Context: an optimization exercise on an open-source flow, tuned for small area. The choices shown serve that exercise and are no tape-out recipe. The RTL was checked by simulation tests, not by an equivalence proof against the original design.

Design writeback_regfile, start of the top module:
module writeback_regfile #(
    parameter int unsigned DATA_W = 32,
    parameter int unsigned ADDR_W = 5,
    parameter int unsigned CNT_W  = 16
) (
    input  logic              Clk,
    input  logic              Rst,
    input  logic              MemToReg,
    input  logic              RegWrite,
    input  logic [DATA_W-1:0] MemData,
    input  logic [DATA_W-1:0] ALUResult,
    input  logic [ADDR_W-1:0] WriteRegister,
    input  logic [ADDR_W-1:0] ReadRegister1,
    input  logic [ADDR_W-1:0] ReadRegister2,
    output logic [DATA_W-1:0] ReadData1,
    output logic [DATA_W-1:0] ReadData2,
    output logic [DATA_W-1:0] WriteData,
    input  logic [ADDR_W-1:0] DebugRegister,
    output logic [DATA_W-1:0] DebugData,
    output logic [CNT_W-1:0]  WriteCount
);
    logic [DATA_W-1:0] regs_q [1:31];
    logic [DATA_W-1:0] debug_q, debug_d;
    logic [CNT_W-1:0]  count_q;
    logic [31:1]       wsel, wen, rsel1, rsel2, dsel;
    logic [DATA_W-1:0] wdat;
    assign WriteData = MemToReg ? MemData : ALUResult;
    always_comb begin
        for (int i = 1; i < 32; i++) begin
  ...
For scale: roughly 1000 flip-flops, about 230 I/O pins.
export LEC_CHECK = 0
export CAP_MARGIN = 10
export CELL_PAD_IN_SITES_DETAIL_PLACEMENT = 1
export CELL_PAD_IN_SITES_GLOBAL_PLACEMENT = 1
export CORE_MARGIN = 2
export CORE_UTILIZATION = 45
export PLACE_DENSITY = 0.55
export SLEW_MARGIN = 10
export SYNTH_HIERARCHICAL = 1
export SYNTH_MINIMUM_KEEP_SIZE = 0
create_clock -name core_clock -period 6.5 [get_ports {Clk}]
standard.sh (not shown) runs the stock make flow with config.mk's settings and CLKGATE_MAP_FILE= SYNTH_SCRIPT=/design/flow/synth_recipe.tcl, a recipe that flattens the netlist after the stock synthesis.
==> flow/flow/run.sh <==
#!/bin/bash
# Standard layout with two changes to how it is built:
#  - the port buffers are the smallest buffer cell (buf_1);
#  - the clock tree uses clkbuf_16 leaves over sink clusters of at most 16 flip-flops, with no dummy loads.
set -euo pipefail
cp standard.sh standard_sh.log
export BUFFER_PORTS_ARGS="-buffer_cell sky130_fd_sc_hd__buf_1"
export CTS_ARGS="-sink_clustering_enable -repair_clock_nets -dont_use_dummy_load -buf_list {sky130_fd_sc_hd__clkbuf_16} -sink_clustering_size 16 -sink_clustering_max_diameter 50"
bash standard.sh > standard.log 2>&1
Next try:
==> flow/flow/run.sh (replaced) <==
#!/bin/bash
# Standard layout with two changes to how it is built:
#  - the port buffers are the smallest buffer cell (buf_1);
#  - the clock tree uses clkbuf_16 leaves over sink clusters of at most 24 flip-flops, with no dummy loads.
set -euo pipefail
cp standard.sh standard_sh.log
export BUFFER_PORTS_ARGS="-buffer_cell sky130_fd_sc_hd__buf_1"
export CTS_ARGS="-sink_clustering_enable -repair_clock_nets -dont_use_dummy_load -buf_list {sky130_fd_sc_hd__clkbuf_16} -sink_clustering_size 24 -sink_clustering_max_diameter 100"
bash standard.sh > standard.log 2>&1
CELL_PAD_IN_SITES_GLOBAL_PLACEMENT = 0   (was 1)
The new run passed the timing, DRC and antenna checks.
Worst hold slack is worse by 25 ps.
Wire length hardly moves.
Setup slack is worse by 120 ps.

v29:
The RTL this note starts from:
==> flow/design.v <==
module wbrf_aoi222 (
    input  logic [2:0] a,
    input  logic [2:0] b,
    output logic       y
);
    assign y = ~((a[0] & b[0]) | (a[1] & b[1]) | (a[2] & b[2]));
endmodule
module wbrf_nand2 (
    input  logic a,
    input  logic b,
    output logic y
);
    assign y = ~(a & b);
endmodule
module wbrf_nand11 (
    input  logic [10:0] x,
    output logic        y
);
    assign y = ~&x;
endmodule
module wbrf_rdbit (
    input  logic [31:1] sel,
    input  logic [31:1] d,
    output logic        y
);
    logic [10:0] t;
    for (genvar g = 0; g < 10; g++) begin : g_aoi
        wbrf_aoi222 u_aoi (.a(sel[3*g+3:3*g+1]), .b(d[3*g+3:3*g+1]), .y(t[g]));
    end
    wbrf_nand2 u_last (.a(sel[31]), .b(d[31]), .y(t[10]));
    wbrf_nand11 u_or (.x(t), .y(y));
endmodule
module writeback_regfile #(
    parameter int unsigned DATA_W = 32,
    parameter int unsigned ADDR_W = 5,
    parameter int unsigned CNT_W  = 16
) (
    input  logic              Clk,
    input  logic              Rst,
    input  logic              MemToReg,
    input  logic              RegWrite,
    input  logic [DATA_W-1:0] MemData,
    input  logic [DATA_W-1:0] ALUResult,
    input  logic [ADDR_W-1:0] WriteRegister,
    input  logic [ADDR_W-1:0] ReadRegister1,
    input  logic [ADDR_W-1:0] ReadRegister2,
    output logic [DATA_W-1:0] ReadData1,
    output logic [DATA_W-1:0] ReadData2,
    output logic [DATA_W-1:0] WriteData,
    input  logic [ADDR_W-1:0] DebugRegister,
    output logic [DATA_W-1:0] DebugData,
    output logic [CNT_W-1:0]  WriteCount
);
    logic [DATA_W-1:0] regs_q [1:31];
    logic [DATA_W-1:0] debug_q, debug_d;
    logic [CNT_W-1:0]  count_q;
    logic [31:1]       wsel, wen, rsel1, rsel2, dsel;
    logic [DATA_W-1:0] wdat;
    assign WriteData = MemToReg ? MemData : ALUResult;
    always_comb begin
        for (int i = 1; i < 32; i++) begin
            wsel[i]  = RegWrite && (WriteRegister == 5'(i));
            rsel1[i] = (ReadRegister1 == 5'(i));
            rsel2[i] = (ReadRegister2 == 5'(i));
            dsel[i]  = !Rst && (DebugRegister == 5'(i));
        end
    end
    assign wen  = wsel | {31{Rst}};
    assign wdat = WriteData & {DATA_W{!Rst}};
    always_ff @(posedge Clk) begin
        for (int i = 1; i < 32; i++) begin
            if (wen[i]) begin
                regs_q[i] <= wdat;
            end
        end
    end
    for (genvar b = 0; b < DATA_W; b++) begin : g_bit
        logic [31:1] col;
        for (genvar i = 1; i < 32; i++) begin : g_col
            assign col[i] = regs_q[i][b];
        end
        wbrf_rdbit u_rd1 (.sel(rsel1), .d(col), .y(ReadData1[b]));
        wbrf_rdbit u_rd2 (.sel(rsel2), .d(col), .y(ReadData2[b]));
        wbrf_rdbit u_rdd (.sel(dsel),  .d(col), .y(debug_d[b]));
    end
    always_ff @(posedge Clk) begin
        debug_q <= debug_d;
        if (Rst) begin
            count_q <= '0;
        end else if (RegWrite && (WriteRegister != '0)) begin
            count_q <= count_q + CNT_W'(1);
        end
    end
    assign DebugData  = debug_q;
    assign WriteCount = count_q;
endmodule
Settings: LEC_CHECK=0, CAP_MARGIN=10, CELL_PAD_IN_SITES_DETAIL_PLACEMENT=1, CELL_PAD_IN_SITES_GLOBAL_PLACEMENT=1, CORE_MARGIN=2, CORE_UTILIZATION=45, PLACE_DENSITY=0.55, SLEW_MARGIN=10, SYNTH_HIERARCHICAL=1, SYNTH_MINIMUM_KEEP_SIZE=0; clock period 6.5 ns.
run.sh (not shown) runs the stock make flow with config.mk's settings and CLKGATE_MAP_FILE= SYNTH_SCRIPT=/design/flow/synth_recipe.tcl, a recipe that flattens the netlist after the stock synthesis.
Stock flow here: none of the scripts above is used.
For v38, these inputs were changed with respect to v29:
==> flow/flow/run.sh (new file) <==
#!/bin/bash
# Standard layout with two changes to how it is built:
#  - the port buffers are the smallest buffer cell (buf_1);
#  - the clock tree uses clkbuf_16 leaves over sink clusters of at most 24 flip-flops, with no dummy loads.
set -euo pipefail
cp standard.sh standard_sh.log
export BUFFER_PORTS_ARGS="-buffer_cell sky130_fd_sc_hd__buf_1"
export CTS_ARGS="-sink_clustering_enable -repair_clock_nets -dont_use_dummy_load -buf_list {sky130_fd_sc_hd__clkbuf_16} -sink_clustering_size 24 -sink_clustering_max_diameter 100"
bash standard.sh > standard.log 2>&1
==> flow/standard.sh (new file) <==
#!/bin/bash
# synth_recipe.tcl (not shown) runs the flow's synth.tcl, then flattens the netlist and writes it again
# the make line also repeats each setting of config.mk as NAME=value (left out here)
make -C /OpenROAD-flow-scripts/flow DESIGN_CONFIG=/design/flow/config.mk WORK_HOME=/design/flow/orfs CLKGATE_MAP_FILE= SYNTH_SCRIPT=/design/flow/synth_recipe.tcl "${@:-finish}"
removed: flow/run.sh
==> comparison <==
v38: PASS, flow complete, no timing, DRC or antenna violations
v38 vs v29, slowest library cell on the worst path: sky130_fd_sc_hd__a222oi_1 vs sky130_fd_sc_hd__nor2_4
Going from v29 to v38, global-route usage grew by 0.40 points; final cell count decreased by 149 relative to the old numbers; sequential share of cell area +4.3 points; area overhead of the layout relative to synthesis now smaller.

[what the ideal ports hide]
The results above use ideal ports. As a check the final layouts listed here were re-extracted and re-timed, cells and wires unchanged.
Step 1: set_driving_cell puts a clkbuf_16 on Clk and a buf_2 on each other input, an assumption about the parent block.
Step 2 also shifts input and output timing later by t, the mid clock arrival at the registers, as if the neighbouring blocks saw the same clock.
Three values: ideal, step 1, step 2; two values: the first two.
run	t, ns	setup WS [ns]	worst setup path after step 2	slew at the worst register clock pin (ns)	pins driven straight from the clock port
the first run of note 1	0.769	0.893 / 0.860 / 0.860	input to output	0.07 / 0.07	1
the second run of note 1	0.760	0.772 / 0.709 / 0.709	input to output	0.10 / 0.10	1
v29	0.794	0.121 / 0.095 / 0.095	input to output	0.07 / 0.07	1
v38	0.757	0.877 / 0.851 / 0.851	input to output	0.11 / 0.11	1
After both steps setup and hold are still met in every run listed. For the second run of note 1, which loses most, drivers alone change the setup slack by -0.063 ns; drivers and shift together by -0.063 ns.
